Context: an optimization exercise on an open-source flow, tuned for small area, a short achievable clock period and few clock cycles per item. The choices shown serve that exercise and are no tape-out recipe.
Only simulation tests tie the RTL to the original design; equivalence was not proved.
No activity file was given, so power comes from the tool's default toggle rates.

==> inputs of run a <==
==> flow/design.v <==
`default_nettype none
package cache_pkg;
  localparam int LINE_ADDR_LEN_DEF = 3;
  localparam int WORD_BYTES        = 4;
  typedef logic [1:0] state_t;
  localparam state_t IDLE  = 2'd0;
  localparam state_t BURST = 2'd1;
  localparam state_t DONE  = 2'd2;
  typedef logic [0:0] req_id_t;
  localparam req_id_t REQ_I = 1'b0;
  localparam req_id_t REQ_D = 1'b1;
endpackage
`default_nettype wire
`default_nettype none
module rr_arbiter2 (
  input  logic [1:0] req,
  input  cache_pkg::req_id_t last_grant,
  output logic       grant_valid,
  output cache_pkg::req_id_t grant_id
);
  always_comb begin
    grant_valid = |req;
    grant_id    = cache_pkg::REQ_I;
    if (req[cache_pkg::REQ_D] && req[cache_pkg::REQ_I]) begin
      grant_id = ~last_grant;
    end else if (req[cache_pkg::REQ_D]) begin
      grant_id = cache_pkg::REQ_D;
    end
  end
endmodule
`default_nettype wire
`default_nettype none
module cache_mem_arbiter #(
  parameter int LINE_ADDR_LEN = cache_pkg::LINE_ADDR_LEN_DEF,
  parameter int ADDR_W        = 32
) (
  input  logic                           clk,
  input  logic                           rst_n,
  input  logic                           i_req,
  input  logic                           i_we,
  input  logic [ADDR_W-1:0]              i_addr,
  input  logic [32*(1<<LINE_ADDR_LEN)-1:0] i_wline,
  output logic [32*(1<<LINE_ADDR_LEN)-1:0] i_rline,
  output logic                           i_done,
  input  logic                           d_req,
  input  logic                           d_we,
  input  logic [ADDR_W-1:0]              d_addr,
  input  logic [32*(1<<LINE_ADDR_LEN)-1:0] d_wline,
  output logic [32*(1<<LINE_ADDR_LEN)-1:0] d_rline,
  output logic                           d_done,
  output logic                           mem_req,
  output logic                           mem_we,
  output logic [ADDR_W-1:0]              mem_addr,
  output logic [31:0]                    mem_wdata,
  input  logic [31:0]                    mem_rdata,
  input  logic                           mem_ready,
  output logic [31:0]                    i_served_cnt,
  output logic [31:0]                    d_served_cnt
);
  localparam int                       LINE_WORDS = 1 << LINE_ADDR_LEN;
  localparam int                       WORD_SH    = $clog2(cache_pkg::WORD_BYTES);
  localparam int                       OFF_BITS   = LINE_ADDR_LEN + WORD_SH;
  localparam logic [ADDR_W-1:0]        LINE_MASK  = {{(ADDR_W-OFF_BITS){1'b1}}, {OFF_BITS{1'b0}}};
  localparam logic [LINE_ADDR_LEN-1:0] LAST_BEAT  = {LINE_ADDR_LEN{1'b1}};
  cache_pkg::state_t                    r_state, w_state_next;
  cache_pkg::req_id_t                   r_owner, r_last_grant, w_gnt_id;
  logic                      r_we, w_gnt_valid;
  logic [ADDR_W-1:0]         r_line_addr;
  logic [LINE_ADDR_LEN-1:0]  r_beat;
  logic [32*LINE_WORDS-1:0]  r_buf, r_i_rline, r_d_rline;
  logic [31:0]               r_i_served_cnt, r_d_served_cnt;
  logic                      w_last_beat;
  assign w_last_beat  = (r_beat == LAST_BEAT);
  assign i_served_cnt = r_i_served_cnt;
  assign d_served_cnt = r_d_served_cnt;
  rr_arbiter2 u_rr (
    .req         ({d_req, i_req}),
    .last_grant  (r_last_grant),
    .grant_valid (w_gnt_valid),
    .grant_id    (w_gnt_id)
  );
  always_ff @(posedge clk or negedge rst_n) begin
    if (!rst_n) r_state <= cache_pkg::IDLE;
    else        r_state <= w_state_next;
  end
  always_comb begin
    w_state_next = r_state;
    case (r_state)
      cache_pkg::IDLE:    if (w_gnt_valid) w_state_next = cache_pkg::BURST;
      cache_pkg::BURST:   if (mem_ready && w_last_beat) w_state_next = cache_pkg::DONE;
      cache_pkg::DONE:    w_state_next = cache_pkg::IDLE;
      default: w_state_next = cache_pkg::IDLE;
    endcase
  end
  always_ff @(posedge clk or negedge rst_n) begin
    if (!rst_n) begin
      r_owner        <= cache_pkg::REQ_I;
      r_last_grant   <= cache_pkg::REQ_I;
      r_we           <= 1'b0;
      r_line_addr    <= '0;
      r_beat         <= '0;
      r_buf          <= '0;
      r_i_rline      <= '0;
      r_d_rline      <= '0;
      r_i_served_cnt <= '0;
      r_d_served_cnt <= '0;
    end else begin
      case (r_state)
        cache_pkg::IDLE: if (w_gnt_valid) begin
          r_owner     <= w_gnt_id;
          r_we        <= (w_gnt_id == cache_pkg::REQ_D) ? d_we : i_we;
          r_line_addr <= ((w_gnt_id == cache_pkg::REQ_D) ? d_addr : i_addr) & LINE_MASK;
          r_buf       <= (w_gnt_id == cache_pkg::REQ_D) ? d_wline : i_wline;
          r_beat      <= '0;
        end
        cache_pkg::BURST: if (mem_ready) begin
          if (!r_we) r_buf[{r_beat, 5'd0} +: 32] <= mem_rdata;
          if (!w_last_beat) r_beat <= r_beat + 1'b1;
        end
        cache_pkg::DONE: begin
          r_last_grant <= r_owner;
          if (r_owner == cache_pkg::REQ_D) begin
            r_d_served_cnt <= r_d_served_cnt + 32'd1;
            r_d_rline      <= r_buf;
          end else begin
            r_i_served_cnt <= r_i_served_cnt + 32'd1;
            r_i_rline      <= r_buf;
          end
        end
        default: ;
      endcase
    end
  end
  always_comb begin
    mem_req   = 1'b0;
    mem_we    = 1'b0;
    mem_addr  = '0;
    mem_wdata = '0;
    i_done    = 1'b0;
    d_done    = 1'b0;
    i_rline   = r_i_rline;
    d_rline   = r_d_rline;
    case (r_state)
      cache_pkg::BURST: begin
        mem_req   = 1'b1;
        mem_we    = r_we;
        mem_addr  = r_line_addr | {{(ADDR_W-OFF_BITS){1'b0}}, r_beat, {WORD_SH{1'b0}}};
        mem_wdata = r_buf[{r_beat, 5'd0} +: 32];
      end
      cache_pkg::DONE: begin
        if (r_owner == cache_pkg::REQ_D) begin
          d_done  = 1'b1;
          d_rline = r_buf;
        end else begin
          i_done  = 1'b1;
          i_rline = r_buf;
        end
      end
      default: ;
    endcase
  end
endmodule
`default_nettype wire
==> flow/run.sh <==
#!/bin/bash
# synth_recipe.tcl (not shown) runs the flow's synth.tcl, then flattens the netlist and writes it again
# the make line also repeats each setting of config.mk as NAME=value (left out here)
make -C /OpenROAD-flow-scripts/flow DESIGN_CONFIG=/design/flow/config.mk WORK_HOME=/design/flow/orfs CLKGATE_MAP_FILE= SYNTH_SCRIPT=/design/flow/synth_recipe.tcl finish
==> flow/config.mk <==
export PLATFORM = sky130hd
export DESIGN_NAME = cache_mem_arbiter
export DESIGN_NICKNAME = cache_mem_arbiter
export VERILOG_FILES = /design/flow/design.v
export SDC_FILE = /design/flow/constraint.sdc
export NUM_CORES = 4
export LEC_CHECK = 0
export CAP_MARGIN = 20
export CORE_AREA = 10 10 450 450
export DIE_AREA = 0 0 460 460
export SLEW_MARGIN = 20
==> flow/constraint.sdc <==
create_clock -name core_clock -period 6.0 [get_ports {clk}]
set_input_delay 1.2000 -clock core_clock [delete_from_list [all_inputs] [get_ports {clk}]]
set_output_delay 1.2000 -clock core_clock [all_outputs]
set_load 0.01 [all_outputs]
==> run b (differences from run a) <==
==> flow/design.v (replaced) <==
`default_nettype none
package cache_pkg;
  localparam int LINE_ADDR_LEN_DEF = 3;
  localparam int WORD_BYTES        = 4;
  typedef logic [1:0] state_t;
  localparam state_t IDLE  = 2'd0;
  localparam state_t BURST = 2'd1;
  localparam state_t DONE  = 2'd2;
  typedef logic [0:0] req_id_t;
  localparam req_id_t REQ_I = 1'b0;
  localparam req_id_t REQ_D = 1'b1;
endpackage
`default_nettype wire
`default_nettype none
module rr_arbiter2 (
  input  logic [1:0] req,
  input  cache_pkg::req_id_t last_grant,
  output logic       grant_valid,
  output cache_pkg::req_id_t grant_id
);
  always_comb begin
    grant_valid = |req;
    grant_id    = cache_pkg::REQ_I;
    if (req[cache_pkg::REQ_D] && req[cache_pkg::REQ_I]) begin
      grant_id = ~last_grant;
    end else if (req[cache_pkg::REQ_D]) begin
      grant_id = cache_pkg::REQ_D;
    end
  end
endmodule
`default_nettype wire
`default_nettype none
module cache_mem_arbiter #(
  parameter int LINE_ADDR_LEN = cache_pkg::LINE_ADDR_LEN_DEF,
  parameter int ADDR_W        = 32
) (
  input  logic                           clk,
  input  logic                           rst_n,
  input  logic                           i_req,
  input  logic                           i_we,
  input  logic [ADDR_W-1:0]              i_addr,
  input  logic [32*(1<<LINE_ADDR_LEN)-1:0] i_wline,
  output logic [32*(1<<LINE_ADDR_LEN)-1:0] i_rline,
  output logic                           i_done,
  input  logic                           d_req,
  input  logic                           d_we,
  input  logic [ADDR_W-1:0]              d_addr,
  input  logic [32*(1<<LINE_ADDR_LEN)-1:0] d_wline,
  output logic [32*(1<<LINE_ADDR_LEN)-1:0] d_rline,
  output logic                           d_done,
  output logic                           mem_req,
  output logic                           mem_we,
  output logic [ADDR_W-1:0]              mem_addr,
  output logic [31:0]                    mem_wdata,
  input  logic [31:0]                    mem_rdata,
  input  logic                           mem_ready,
  output logic [31:0]                    i_served_cnt,
  output logic [31:0]                    d_served_cnt
);
  localparam int                       LINE_WORDS = 1 << LINE_ADDR_LEN;
  localparam int                       WORD_SH    = $clog2(cache_pkg::WORD_BYTES);
  localparam int                       OFF_BITS   = LINE_ADDR_LEN + WORD_SH;
  localparam logic [LINE_ADDR_LEN-1:0] LAST_BEAT  = {LINE_ADDR_LEN{1'b1}};
  logic                      r_act;           
  cache_pkg::req_id_t        r_owner;         
  logic                      r_we;
  logic [LINE_ADDR_LEN-1:0]  r_beat;
  logic [ADDR_W-1:OFF_BITS]  r_line;          
  logic [31:0]               r_wdata;         
  logic                      r_i_busy, r_d_busy;    
  logic                      r_i_done, r_d_done;
  logic [32*LINE_WORDS-1:0]  r_i_rline, r_d_rline;
  logic [31:0]               r_i_served_cnt, r_d_served_cnt;
  logic [32*(LINE_WORDS-1)-1:0] r_buf;
  logic                      w_beat, w_last, w_free, w_gnt_valid;
  cache_pkg::req_id_t        w_gnt_id, w_side_n;
  logic [LINE_ADDR_LEN-1:0]  w_beat_n;
  logic [31:0]               w_word;
  logic [32*LINE_WORDS-1:0]  w_wline_n;
  assign w_beat = r_act & mem_ready;
  assign w_last = w_beat & (r_beat == LAST_BEAT);
  assign w_free = ~r_act | (mem_ready & (r_beat == LAST_BEAT));
  rr_arbiter2 u_rr (
    .req         ({d_req & ~r_d_busy, i_req & ~r_i_busy}),
    .last_grant  (r_owner),
    .grant_valid (w_gnt_valid),
    .grant_id    (w_gnt_id)
  );
  assign w_side_n  = (w_free & w_gnt_valid) ? w_gnt_id : r_owner;
  assign w_beat_n  = (w_free & w_gnt_valid) ? '0 :
                     (w_beat ? r_beat + 1'b1 : r_beat);
  assign w_wline_n = (w_side_n == cache_pkg::REQ_D) ? d_wline : i_wline;
  assign w_word    = r_we ? r_wdata : mem_rdata;
  always_ff @(posedge clk or negedge rst_n) begin
    if (!rst_n) begin
      r_act          <= 1'b0;
      r_owner        <= cache_pkg::REQ_I;
      r_beat         <= '0;
      r_i_busy       <= 1'b0;
      r_d_busy       <= 1'b0;
      r_i_done       <= 1'b0;
      r_d_done       <= 1'b0;
      r_i_rline      <= '0;
      r_d_rline      <= '0;
      r_i_served_cnt <= '0;
      r_d_served_cnt <= '0;
    end else begin
      r_act    <= (w_free & w_gnt_valid) | (r_act & ~w_last);
      r_owner  <= w_side_n;
      r_beat   <= w_beat_n;
      r_i_busy <= (r_i_busy & ~r_i_done) |
                  (w_free & w_gnt_valid & (w_gnt_id == cache_pkg::REQ_I));
      r_d_busy <= (r_d_busy & ~r_d_done) |
                  (w_free & w_gnt_valid & (w_gnt_id == cache_pkg::REQ_D));
      r_i_done <= w_last & (r_owner == cache_pkg::REQ_I);
      r_d_done <= w_last & (r_owner == cache_pkg::REQ_D);
      if (w_last & (r_owner == cache_pkg::REQ_I)) r_i_rline <= {w_word, r_buf};
      if (w_last & (r_owner == cache_pkg::REQ_D)) r_d_rline <= {w_word, r_buf};
      r_i_served_cnt <= r_i_served_cnt + {31'd0, r_i_done};
      r_d_served_cnt <= r_d_served_cnt + {31'd0, r_d_done};
    end
  end
  always_ff @(posedge clk) begin
    if (w_free & w_gnt_valid)
      r_we <= (w_gnt_id == cache_pkg::REQ_D) ? d_we : i_we;
    r_line  <= (w_side_n == cache_pkg::REQ_D) ? d_addr[ADDR_W-1:OFF_BITS] : i_addr[ADDR_W-1:OFF_BITS];
    r_wdata <= w_wline_n[{w_beat_n, 5'd0} +: 32];
    for (int w = 0; w < LINE_WORDS - 1; w++)
      if (mem_ready && r_beat == LINE_ADDR_LEN'(w)) r_buf[32*w +: 32] <= w_word;
  end
  assign mem_req      = r_act;
  assign mem_we       = r_we;
  assign mem_addr     = {r_line, r_beat, {WORD_SH{1'b0}}};
  assign mem_wdata    = r_wdata;
  assign i_done       = r_i_done;
  assign d_done       = r_d_done;
  assign i_rline      = r_i_rline;
  assign d_rline      = r_d_rline;
  assign i_served_cnt = r_i_served_cnt;
  assign d_served_cnt = r_d_served_cnt;
endmodule
`default_nettype wire
==> qor summary <==
Synth cell types: run b 45; run a 56
Starting DRC count in detailed routing: run b 3770; run a 3848
Critical path class: run b in2reg; run a reg2out
Status: run b complete, no violations; run a complete, no violations
Portion of the post-synthesis area used by sequential elements: run b 59.4%; run a 55.0%
Seq pwr: run b 9.85 mW; run a 9.57 mW
Routed wire length on met3: run b 16800 um; run a 29600 um
Internal Pwr Total: run b 17.4 mW; run a 16.1 mW
CP max stage cell: run b sky130_fd_sc_hd__clkdlybuf4s50_1; run a sky130_fd_sc_hd__dfrtp_4
Number of multi-input logic gates: run b 2667; run a 2360
Slowest cell delay on critical path: run b 0.76 ns; run a 0.77 ns
Routed length on met1: run b 87500 um; run a 100000 um
Met3 Usage GRT: run b 4.38%; run a 8.96%
Testbench counts of run a, summed over its fixed seeds: cycles 7,127, lines 640.
Testbench counts of run b, summed over its fixed seeds: cycles 5,821, lines 640.

re-timing with driven ports:
In the flow no input, the clock included, has a driving cell. The finished layouts below were timed again as built, in two steps.
Step 1: set_driving_cell puts a clkbuf_16 on clk and a buf_2 on each other input, an assumption about the parent block.
Step 2, shift: input delay + t, output delay - t, t = (earliest + latest rising clock arrival at the registers) / 2. This alone moves slack from input paths to output paths.
Three values: ideal, step 1, step 2; two values: the first two.
| run | t, ns | setup WS [ns] | latest minus earliest clock arrival (ns) | worst data-port slew with drivers (ns) | pins driven straight from the clock port |
|---|---|---|---|---|---|
| run a | 0.823 | 0.825 / 0.732 / 1.554 | 0.043 / 0.043 | 0.35 | 1 |
| run b | 0.791 | 2.111 / 2.069 / 1.278 | 0.059 / 0.060 | 0.26 | 1 |
After both steps setup and hold are still met in every run listed. For run b, which loses most, drivers alone change the setup slack by -0.042 ns; drivers and shift together by -0.833 ns.
